Source: an optimization exercise on an open RTL-to-GDS flow (aim: small area, a short achievable clock period and few clock cycles). Production flows keep margins and buffers that such runs may drop.
Function was checked by simulation only, so behaviour that the tests miss may differ from the original.
Power and IR drop assume default switching activity.

### design/flow/design.v
`default_nettype none
package srls_pkg;
  localparam int SUM_W   = 42;   
  localparam int UW      = 44;   
  localparam int DVS_W   = 16;   
  localparam int MAG_W   = 28;   
  localparam int MUL_W   = 18;   
  localparam int PROD_W  = 2 * MUL_W;
  localparam int CNT_W   = 6;    
  localparam int DIV_MEAN_STEPS = SUM_W;
  localparam int DIV_MAP_STEPS  = MAG_W;
  localparam int SQRT_STEPS     = SUM_W / 2;
  localparam int SQRT_BIT0      = SUM_W - 2;
  localparam logic [14:0] LEVEL_MAX  = 15'd16384;
  localparam logic [11:0] RADIUS_MAX = 12'd4095;
  localparam int CFG_IDX_W = 3;
  localparam logic [CFG_IDX_W-1:0] REG_SMOOTHING_WEIGHT = 3'd0;
  localparam logic [CFG_IDX_W-1:0] REG_LEVEL_THRESHOLD  = 3'd1;
  localparam logic [CFG_IDX_W-1:0] REG_MAP_INPUT_SPAN   = 3'd2;
  localparam logic [CFG_IDX_W-1:0] REG_OUTPUT_LOW       = 3'd3;
  localparam logic [CFG_IDX_W-1:0] REG_OUTPUT_HIGH      = 3'd4;
  localparam logic [15:0] RST_SMOOTHING_WEIGHT = 16'd4588;
  localparam logic [14:0] RST_LEVEL_THRESHOLD  = 15'd1638;
  localparam logic [14:0] RST_MAP_INPUT_SPAN   = 15'd3277;
  localparam logic [11:0] RST_OUTPUT_LOW       = 12'd200;
  localparam logic [11:0] RST_OUTPUT_HIGH      = 12'd500;
  typedef struct packed {
    logic [15:0] smoothing_weight;
    logic [14:0] level_threshold;
    logic [14:0] map_input_span;
    logic [11:0] output_low;
    logic [11:0] output_high;
  } cfg_t;
  typedef struct packed {
    logic [14:0] rms_level;
    logic [14:0] smoothed_level;
    logic [11:0] radius;
  } result_t;
  typedef struct packed {
    logic inv;
    logic cin;
  } uop_t;
endpackage
`default_nettype wire
`default_nettype none
module srls_addsub (
  input  wire logic [srls_pkg::UW-1:0] a,
  input  wire logic [srls_pkg::UW-1:0] b,
  input  wire srls_pkg::uop_t          op,
  output logic      [srls_pkg::UW-1:0] res,
  output logic                         cout
);
  logic [srls_pkg::UW-1:0] b_eff;
  assign b_eff = op.inv ? ~b : b;
  assign {cout, res} = {1'b0, a} + {1'b0, b_eff} + {{srls_pkg::UW{1'b0}}, op.cin};
endmodule
`default_nettype wire
`default_nettype none
module srls_seq #(
  parameter int MAX_FRAMES = 256
) (
  input  wire logic                   clk,
  input  wire logic                   rst_n,
  input  wire srls_pkg::cfg_t         cfg,
  input  wire logic                   in_take,
  input  wire logic signed [15:0]     left_sample,
  input  wire logic signed [15:0]     right_sample,
  input  wire logic                   last_frame,
  output logic                        busy,
  output logic                        res_valid,
  input  wire logic                   slot_free,
  output srls_pkg::result_t           res
);
  localparam int CW = $clog2(MAX_FRAMES + 1);
  localparam logic [CW-1:0] MAX_CNT = CW'(MAX_FRAMES);
  localparam int UW = srls_pkg::UW;
  localparam int SW = srls_pkg::SUM_W;
  localparam int DW = srls_pkg::DVS_W;
  localparam int MW = srls_pkg::MUL_W;
  localparam int PW = srls_pkg::PROD_W;
  localparam int NW = srls_pkg::MAG_W;
  typedef enum logic [14:0] {
    S_IDLE = 15'h0001,
    S_SQL  = 15'h0002,
    S_SQR  = 15'h0004,
    S_ADD  = 15'h0008,
    S_DIV  = 15'h0010,
    S_SQRT = 15'h0020,
    S_SM1  = 15'h0040,
    S_SM2  = 15'h0080,
    S_SM3  = 15'h0100,
    S_SM4  = 15'h0200,
    S_MP1  = 15'h0400,
    S_MP2  = 15'h0800,
    S_MP3  = 15'h1000,
    S_MP4  = 15'h2000,
    S_OUT  = 15'h4000
  } state_t;
  state_t state_r, state_nxt;
  logic signed [15:0]  l_r, r_r;
  logic                last_r;
  logic [SW-1:0]       sum_r;
  logic [CW-1:0]       count_r;
  logic signed [PW-1:0] prod_r;
  logic [UW-1:0]       acc_r;
  logic [SW-1:0]       dvd_r;
  logic [DW-1:0]       rem_r, dvs_r;
  logic [srls_pkg::CNT_W-1:0] cnt_r;
  logic                mode_map_r;
  logic [SW-1:0]       root_r, bit_r;
  logic [14:0]         rms_r, smooth_r;
  logic                neg_r;
  logic [11:0]         rad_r;
  logic                room;
  logic [CW-1:0]       count_inc;
  logic [16:0]         w_comp;
  logic signed [12:0]  span_diff;
  logic [14:0]         span_eff;
  logic signed [MW-1:0] ma, mb;
  logic signed [PW-1:0] mul;
  logic [UW-1:0]       ua, ub, ures;
  srls_pkg::uop_t      uop;
  logic                ucout;
  logic [14:0]         sm_clamp;
  logic [UW-1:0]       mag;
  logic [11:0]         rad_sat;
  assign room      = count_r < MAX_CNT;
  assign count_inc = count_r + CW'(1);
  assign w_comp    = 17'h10000 - {1'b0, cfg.smoothing_weight};
  assign span_diff = $signed({1'b0, cfg.output_high}) - $signed({1'b0, cfg.output_low});
  assign span_eff  = (cfg.map_input_span == 15'd0) ? 15'd1 : cfg.map_input_span;
  always_comb begin
    ma = '0;
    mb = '0;
    unique case (state_r)
      S_SQL: begin
        ma = {{2{l_r[15]}}, l_r};
        mb = {{2{l_r[15]}}, l_r};
      end
      S_SQR: begin
        ma = {{2{r_r[15]}}, r_r};
        mb = {{2{r_r[15]}}, r_r};
      end
      S_SM1: begin
        ma = {3'b0, smooth_r};
        mb = {1'b0, w_comp};
      end
      S_SM2: begin
        ma = {3'b0, rms_r};
        mb = {2'b0, cfg.smoothing_weight};
      end
      S_MP1: begin
        ma = {{5{span_diff[12]}}, span_diff};
        mb = {3'b0, smooth_r};
      end
      default: begin
        ma = '0;
        mb = '0;
      end
    endcase
  end
  assign mul = ma * mb;
  always_comb begin
    ua  = '0;
    ub  = '0;
    uop.inv = 1'b0;
    uop.cin = 1'b0;
    unique case (state_r)
      S_SQR, S_ADD: begin
        ua = {2'b0, sum_r};
        ub = {10'b0, prod_r[PW-1:2]};
      end
      S_DIV: begin
        ua  = {27'b0, rem_r, dvd_r[SW-1]};
        ub  = {28'b0, dvs_r};
        uop.inv = 1'b1;
        uop.cin = 1'b1;
      end
      S_SQRT: begin
        ua  = {2'b0, dvd_r};
        ub  = {2'b0, root_r | bit_r};
        uop.inv = 1'b1;
        uop.cin = 1'b1;
      end
      S_SM2: begin
        ua = {{8{prod_r[PW-1]}}, prod_r};
        ub = 44'd32768;
      end
      S_SM3: begin
        ua = acc_r;
        ub = {{8{prod_r[PW-1]}}, prod_r};
      end
      S_MP2: begin
        ua = {{7{prod_r[PW-1]}}, prod_r, 1'b0};
        ub = {29'b0, span_eff};
      end
      S_MP3: begin
        ua  = '0;
        ub  = acc_r;
        uop.inv = 1'b1;
        uop.cin = 1'b1;
      end
      S_MP4: begin
        ua  = {32'b0, cfg.output_low};
        ub  = {16'b0, dvd_r[NW-1:0]};
        uop.inv = neg_r;
        uop.cin = neg_r & (rem_r == '0);
      end
      default: begin
        ua  = '0;
        ub  = '0;
        uop.inv = 1'b0;
        uop.cin = 1'b0;
      end
    endcase
  end
  srls_addsub u_addsub (
    .a    (ua),
    .b    (ub),
    .op   (uop),
    .res  (ures),
    .cout (ucout)
  );
  assign sm_clamp = (acc_r[UW-1:16] > 28'd16384) ? srls_pkg::LEVEL_MAX : acc_r[30:16];
  assign mag      = acc_r[UW-1] ? ures : acc_r;
  always_comb begin
    if (ures[UW-1]) begin
      rad_sat = 12'd0;
    end else if (ures[UW-2:12] != '0) begin
      rad_sat = srls_pkg::RADIUS_MAX;
    end else begin
      rad_sat = ures[11:0];
    end
  end
  always_comb begin
    state_nxt = state_r;
    unique case (state_r)
      S_IDLE: if (in_take) state_nxt = S_SQL;
      S_SQL:  state_nxt = S_SQR;
      S_SQR:  state_nxt = S_ADD;
      S_ADD:  state_nxt = last_r ? S_DIV : S_IDLE;
      S_DIV: begin
        if (cnt_r == srls_pkg::CNT_W'(1)) state_nxt = mode_map_r ? S_MP4 : S_SQRT;
      end
      S_SQRT: if (cnt_r == srls_pkg::CNT_W'(1)) state_nxt = S_SM1;
      S_SM1:  state_nxt = S_SM2;
      S_SM2:  state_nxt = S_SM3;
      S_SM3:  state_nxt = S_SM4;
      S_SM4:  state_nxt = (sm_clamp > cfg.level_threshold) ? S_MP1 : S_OUT;
      S_MP1:  state_nxt = S_MP2;
      S_MP2:  state_nxt = S_MP3;
      S_MP3:  state_nxt = S_DIV;
      S_MP4:  state_nxt = S_OUT;
      S_OUT:  if (slot_free) state_nxt = S_IDLE;
      default: state_nxt = S_IDLE;
    endcase
  end
  always_ff @(posedge clk) begin
    if (!rst_n) begin
      state_r  <= S_IDLE;
      sum_r    <= '0;
      count_r  <= '0;
      smooth_r <= '0;
    end else begin
      state_r <= state_nxt;
      unique case (state_r)
        S_IDLE: begin
          if (in_take) begin
            l_r    <= left_sample;
            r_r    <= right_sample;
            last_r <= last_frame;
          end
        end
        S_SQL: prod_r <= mul;
        S_SQR: begin
          if (room) sum_r <= ures[SW-1:0];
          prod_r <= mul;
        end
        S_ADD: begin
          if (last_r) begin
            dvd_r      <= room ? ures[SW-1:0] : sum_r;
            dvs_r      <= room ? DW'({count_inc, 1'b0}) : DW'({count_r, 1'b0});
            rem_r      <= '0;
            cnt_r      <= srls_pkg::CNT_W'(srls_pkg::DIV_MEAN_STEPS);
            mode_map_r <= 1'b0;
            sum_r      <= '0;
            count_r    <= '0;
          end else if (room) begin
            sum_r   <= ures[SW-1:0];
            count_r <= count_inc;
          end
        end
        S_DIV: begin
          rem_r <= ucout ? ures[DW-1:0] : {rem_r[DW-2:0], dvd_r[SW-1]};
          dvd_r <= {dvd_r[SW-2:0], ucout};
          if (cnt_r == srls_pkg::CNT_W'(1) && !mode_map_r) begin
            root_r <= '0;
            bit_r  <= SW'(1) << srls_pkg::SQRT_BIT0;
            cnt_r  <= srls_pkg::CNT_W'(srls_pkg::SQRT_STEPS);
          end else begin
            cnt_r <= cnt_r - srls_pkg::CNT_W'(1);
          end
        end
        S_SQRT: begin
          if (ucout) begin
            dvd_r  <= ures[SW-1:0];
            root_r <= (root_r >> 1) | bit_r;
          end else begin
            root_r <= root_r >> 1;
          end
          bit_r <= bit_r >> 2;
          cnt_r <= cnt_r - srls_pkg::CNT_W'(1);
        end
        S_SM1: begin
          rms_r  <= (root_r > SW'(srls_pkg::LEVEL_MAX)) ? srls_pkg::LEVEL_MAX : root_r[14:0];
          prod_r <= mul;
        end
        S_SM2: begin
          acc_r  <= ures;
          prod_r <= mul;
        end
        S_SM3: acc_r <= ures;
        S_SM4: begin
          smooth_r <= sm_clamp;
          rad_r    <= cfg.output_low;
        end
        S_MP1: prod_r <= mul;
        S_MP2: acc_r <= ures;
        S_MP3: begin
          neg_r      <= acc_r[UW-1];
          dvd_r      <= {mag[NW-1:0], {(SW - NW){1'b0}}};
          dvs_r      <= {span_eff, 1'b0};
          rem_r      <= '0;
          cnt_r      <= srls_pkg::CNT_W'(srls_pkg::DIV_MAP_STEPS);
          mode_map_r <= 1'b1;
        end
        S_MP4: rad_r <= rad_sat;
        S_OUT: ;
        default: ;
      endcase
    end
  end
  assign busy      = (state_r != S_IDLE);
  assign res_valid = (state_r == S_OUT);
  assign res.rms_level      = rms_r;
  assign res.smoothed_level = smooth_r;
  assign res.radius         = rad_r;
endmodule
`default_nettype wire
`default_nettype none
module stereo_rms_level_smoother #(
  parameter int MAX_FRAMES = 256
) (
  input  wire logic                                 clk,
  input  wire logic                                 rst_n,
  input  wire logic                                 in_valid,
  output logic                                      in_stall,
  input  wire logic signed [15:0]                   in_left_sample,
  input  wire logic signed [15:0]                   in_right_sample,
  input  wire logic                                 in_last_frame,
  output logic                                      out_valid,
  input  wire logic                                 out_stall,
  output logic [14:0]                               out_rms_level,
  output logic [14:0]                               out_smoothed_level,
  output logic [11:0]                               out_radius,
  input  wire logic                                 cfg_we,
  input  wire logic [srls_pkg::CFG_IDX_W-1:0]       cfg_index,
  input  wire logic [15:0]                          cfg_wdata
);
  srls_pkg::cfg_t    cfg_r;
  srls_pkg::result_t res;
  srls_pkg::result_t out_res_r;
  logic              out_valid_r;
  logic              busy;
  logic              res_valid;
  logic              slot_free;
  logic              in_take;
  assign in_take   = in_valid && !busy;
  assign slot_free = !out_valid_r || !out_stall;
  always_ff @(posedge clk) begin
    if (!rst_n) begin
      cfg_r.smoothing_weight <= srls_pkg::RST_SMOOTHING_WEIGHT;
      cfg_r.level_threshold  <= srls_pkg::RST_LEVEL_THRESHOLD;
      cfg_r.map_input_span   <= srls_pkg::RST_MAP_INPUT_SPAN;
      cfg_r.output_low       <= srls_pkg::RST_OUTPUT_LOW;
      cfg_r.output_high      <= srls_pkg::RST_OUTPUT_HIGH;
    end else if (cfg_we) begin
      unique case (cfg_index)
        srls_pkg::REG_SMOOTHING_WEIGHT: cfg_r.smoothing_weight <= cfg_wdata;
        srls_pkg::REG_LEVEL_THRESHOLD:  cfg_r.level_threshold  <= cfg_wdata[14:0];
        srls_pkg::REG_MAP_INPUT_SPAN:   cfg_r.map_input_span   <= cfg_wdata[14:0];
        srls_pkg::REG_OUTPUT_LOW:       cfg_r.output_low       <= cfg_wdata[11:0];
        srls_pkg::REG_OUTPUT_HIGH:      cfg_r.output_high      <= cfg_wdata[11:0];
        default: ;
      endcase
    end
  end
  srls_seq #(
    .MAX_FRAMES (MAX_FRAMES)
  ) u_seq (
    .clk          (clk),
    .rst_n        (rst_n),
    .cfg          (cfg_r),
    .in_take      (in_take),
    .left_sample  (in_left_sample),
    .right_sample (in_right_sample),
    .last_frame   (in_last_frame),
    .busy         (busy),
    .res_valid    (res_valid),
    .slot_free    (slot_free),
    .res          (res)
  );
  always_ff @(posedge clk) begin
    if (!rst_n) begin
      out_valid_r <= 1'b0;
    end else if (res_valid && slot_free) begin
      out_valid_r <= 1'b1;
    end else if (!out_stall) begin
      out_valid_r <= 1'b0;
    end
  end
  always_ff @(posedge clk) begin
    if (res_valid && slot_free) begin
      out_res_r <= res;
    end
  end
  assign in_stall           = busy;
  assign out_valid          = out_valid_r;
  assign out_rms_level      = out_res_r.rms_level;
  assign out_smoothed_level = out_res_r.smoothed_level;
  assign out_radius         = out_res_r.radius;
endmodule
`default_nettype wire
### design/flow/run.sh
#!/bin/bash
# synth_recipe.tcl (not shown) runs the flow's synth.tcl, then flattens the netlist and writes it again
# the make line also repeats each setting of config.mk as NAME=value (left out here)
make -C /OpenROAD-flow-scripts/flow DESIGN_CONFIG=/design/flow/config.mk WORK_HOME=/design/flow/orfs CLKGATE_MAP_FILE= SYNTH_SCRIPT=/design/flow/synth_recipe.tcl finish
### design/flow/config.mk
export PLATFORM = sky130hd
export DESIGN_NAME = stereo_rms_level_smoother
export DESIGN_NICKNAME = stereo_rms_level_smoother
export VERILOG_FILES = /design/flow/design.v
export SDC_FILE = /design/flow/constraint.sdc
export NUM_CORES = 4
export LEC_CHECK = 0
export CAP_MARGIN = 20
export CORE_MARGIN = 2
export CORE_UTILIZATION = 40
export SLEW_MARGIN = 20
### design/flow/constraint.sdc
create_clock -name core_clock -period 12.0 [get_ports {clk}]
set_input_delay 2.4000 -clock core_clock [delete_from_list [all_inputs] [get_ports {clk}]]
set_output_delay 2.4000 -clock core_clock [all_outputs]
set_load 0.01 [all_outputs]
==> impl_metrics.csv <==
group,metric,value,unit
sta,tightest_slew,1.07,ns
critical_path,critPathMaxFanout,10,
cells_and_area,multi_input_area,0.0217,mm^2
power,powerDensity,91.5,mW/mm^2
cts,clock_latency,0.66,ns
sta,max_freq,0.100,GHz
critical_path,slowest_stage,"a21boi_1",
synthesis,synth_cells,3813,
cells_and_area,diodes,0,
critical_path,crit_path_end_kind,"flop",
power,leakagePower,17.2,nW
power,irDropWorstVdd,0.0937,mV
drt,via_count,30443,
drt,detail_route.iter0.violations,4031,
synthesis,netlist_area,0.0367,mm^2
synthesis,yosysUniqueCellTypes,93,
cts,clockBufferDepth,3,
cells_and_area,syn2layout_area_growth,11.5,%
cts,ctsResizeCount,0,
grt,antenna_found_initial,1,
critical_path,arrival,10.33,ns
cts,ctsRootBufferMaster,"clkbuf_16",
synthesis,syn-mean-instance-area,9.63,um^2
sta,final.setup.tns,0,ns
synthesis,ys_async_sr_fraction,0,%
placement,dp.cells,4966,
sta,hold_violations,0,
drt,viasPerCell,6.01,
synthesis,synth_ff_type,"edfxtp_1",
sta,grt_setup_unrepaired,"false",
floorplan,die_y,307,um
cells_and_area,fill_cells,8670,
grt,grt_pass1_wl,192,mm
cells_and_area,drive_gt1_share,6.44,%
placement,hpwlAfterDp,94.7,mm
floorplan,start_util,40.2,%
synthesis,synth_seq_cells,477,
synthesis,netlist.top_cell.by_area,"edfxtp_1",
cells_and_area,fin_nets,4368,
sta,slew_headroom,28.1,%
grt,grt_pass1_vias,29946,
sta,skew,0.0519,ns
cts,cts_sinks,477,
drt,wl,128,mm
drt,wire_per_inst,25.3,um
synthesis,syn_nets,4345,
critical_path,crit_buf_inv,5,
critical_path,crit_top_cell,"fa_1",
floorplan,boundaryPins,101,
cts,post_cts_buffers,0,
critical_path,worstSetupPathType,"flop to flop",
synthesis,synth.top_cell.area_share,26.6,%
critical_path,critPathLaunchType,"flop",
sta,finalSetupViolCount,0,
floorplan,coreArea,0.0912,mm^2
grt,gr-total-overflow,0,
cts,cts_tree,"done",
drt,postRouteAntennaNets,0,
synthesis,yosys_warnings,2,
synthesis,synth-edff-count,325,
floorplan,floorplan.die_area,0.0942,mm^2
sta,finalCritPeriodShare,83.1,%
cts,cts_hold_buffers,0,
sta,fin_crit,9.98,ns
drt,drc,0,
critical_path,cpLargestDelayFamily,"compound AO/OA/AOI/OAI gates",
grt,grt_start_max_net_pins,92,
worst_hold_path,hp-class,"flop to flop",
sta,drv_slew,0,
floorplan,rows,111,
critical_path,rrSetupSlack,2.02,ns
cts,numCtsBuffers,53,
drt,drtPass1Iterations,9,
synthesis,synth-seq-area-share,34.9,%
cells_and_area,layout.cells.non_filler,5066,
critical_path,cp.required,12.36,ns
synthesis,synth_area_leaders,"edfxtp_1 (27%), fa_1 (17%), dfxtp_1 (8.3%)",
placement,place_congestion,0.961,
cts,clk_pin_slew,0.06,ns
placement,io_buffer_count,100,
grt,track_usage,27.1,%
floorplan,die_x,307,um
flow_run,max_cap_violations,0,
critical_path,cpPeakStageDelay,0.66,ns
cts,htree_levels,2,
cells_and_area,seqCellArea,0.0128,mm^2
status,outcome,"timing/DRC/antenna clean",
routing by layer:
| layer | routed length [um] | vias up | track usage [%] |
|---|---|---|---|
| met5 | 17 | - | 0 |
| met4 | 6760 | 2 | 12.7 |
| met3 | 12700 | 324 | 4.88 |
| met2 | 55700 | 1660 | 41.0 |
| met1 | 53000 | 15083 | 37.6 |
| li1 | - | 13374 | - |
per-stage QoR:
stage | setup slack, ns | cell area, um^2 | utilization, % | total power [mW] | hold WS (ns)
2_1_floorplan | 3.41 | 36700 | - | 1.89 | 0.400
3_3_place_gp | 2.34 | 39000 | 42.7 | 1.97 | 0.401
3_5_place_dp | 2.22 | 39000 | 42.7 | 1.97 | 0.405
6_report | 2.02 | 40900 | 44.9 | 3.74 | 0.418
5_1_grt | 1.28 | 40900 | 44.9 | 3.83 | 0.426
4_1_cts | 2.15 | 40900 | 44.8 | 3.76 | 0.419
layout make-up:
class / count / area share, %
multi-input combinational: 2727 / 53.0
sequential: 477 / 31.3
inverter: 408 / 3.74
timing repair buffer: 169 / 3.71
tap: 1186 / 3.63
clock buffer: 61 / 3.41
clock inverter: 38 / 1.26
placed cells by master (no fill, tap or decap), types with 96 or more instances in the layout:
master and count:
nand3_1 96, a21oi_1 199, and2_1 106, fa_1 309, edfxtp_1 325, inv_1 404
nand2_1 504, ha_1 166, nor2_1 300, a22oi_1 140, dfxtp_1 152, o21ai_0 96
clkdlybuf4s50_1 99
registers in the layout (all words and copies together), names as in the netlist, 6 cells and up:
name,count
u_seq.bit_r,21
u_seq.state_r,15
u_seq.acc_r,44
u_seq.rms_r,15
u_seq.dvs_r,15
u_seq.root_r,41
u_seq.rem_r,16
u_seq.cnt_r,6
u_seq.count_r,9
u_seq.prod_r,36
out_res_r,42
u_seq.dvd_r,42
u_seq.l_r,16
u_seq.r_r,16
u_seq.sum_r,42
u_seq.rad_r,12
u_seq.smooth_r,15
cfg_r,70
report_power, final:
part | leakage [nW] | internal (mW) | switching (mW)
combinational | 11.9 | 0.0604 | 0.109
sequential | 4.28 | 1.75 | 0.0148
clock | 0.940 | 1.06 | 0.747
cell usage after synthesis, types with 106 or more instances:
library cell / count
a21oi_1: 203
a22oi_1: 140
and2_1: 106
clkbuf_1: 167
dfxtp_1: 152
edfxtp_1: 325
fa_1: 309
ha_1: 166
inv_1: 404
nand2_1: 506
nor2_1: 302
worst reg2reg max path, delay by kind of cell (launching register included):
family                     cells  cell delay [ns]
AOI/OAI and AO/OA             17             4.07
DFF                            1             0.32
xor gates and xnor gates       1             0.14
adders and majority gates      9             4.02
buffers and inverters          5             0.26
and+or+nand+nor                5             0.87
path summary, 6_finish.rpt:
kind,start,to,depth (start not counted)
max reg2reg,cfg_r[0],u_seq.prod_r[33],37
min reg2reg,u_seq.rad_r[1],out_res_r[1],0
max,cfg_r[0],u_seq.prod_r[33],37
min,u_seq.rad_r[1],out_res_r[1],0
kinds of logic (layout without fill, tap and decap cells):
| kind of cell | count (synthesis) | count (layout) | share of synthesized area [%] |
|---|---|---|---|
| AOI/OAI and AO/OA | 837 | 837 | 16.2 |
| DFF | 477 | 477 | 34.9 |
| xor gates and xnor gates | 118 | 118 | 2.81 |
| muxes | 61 | 61 | 1.73 |
| buffers and inverters | 609 | 676 | 6.51 |
| adders and majority gates | 475 | 475 | 22.5 |
| and+or+nand+nor | 1236 | 1236 | 15.4 |
Testbench counts, summed over its fixed seeds: cycles 42,788.

-- static timing again, ports no longer ideal --
In the flow no input, the clock included, has a driving cell. The finished layout below was timed again as built, in two steps. Step 1 assumes that a clkbuf_16 drives the clock port and a buf_2 every other input. Step 2, shift: input delay + t, output delay - t, t = (earliest + latest rising clock arrival at the registers) / 2. This alone moves slack from input paths to output paths. a / b / c = no drivers / after step 1 / after step 2; a / b = the first two.
shift t [ns]: 0.700
setup slack, ns: 2.023 / 2.023 / 2.023
worst setup path at the end: register to register
worst data-port slew with drivers (ns): 0.08
pins driven straight from the clock port: 1
After both steps setup and hold are still met in this run. The setup slack of this run moves by 0.000 ns with the drivers and by 0.000 ns with both steps.
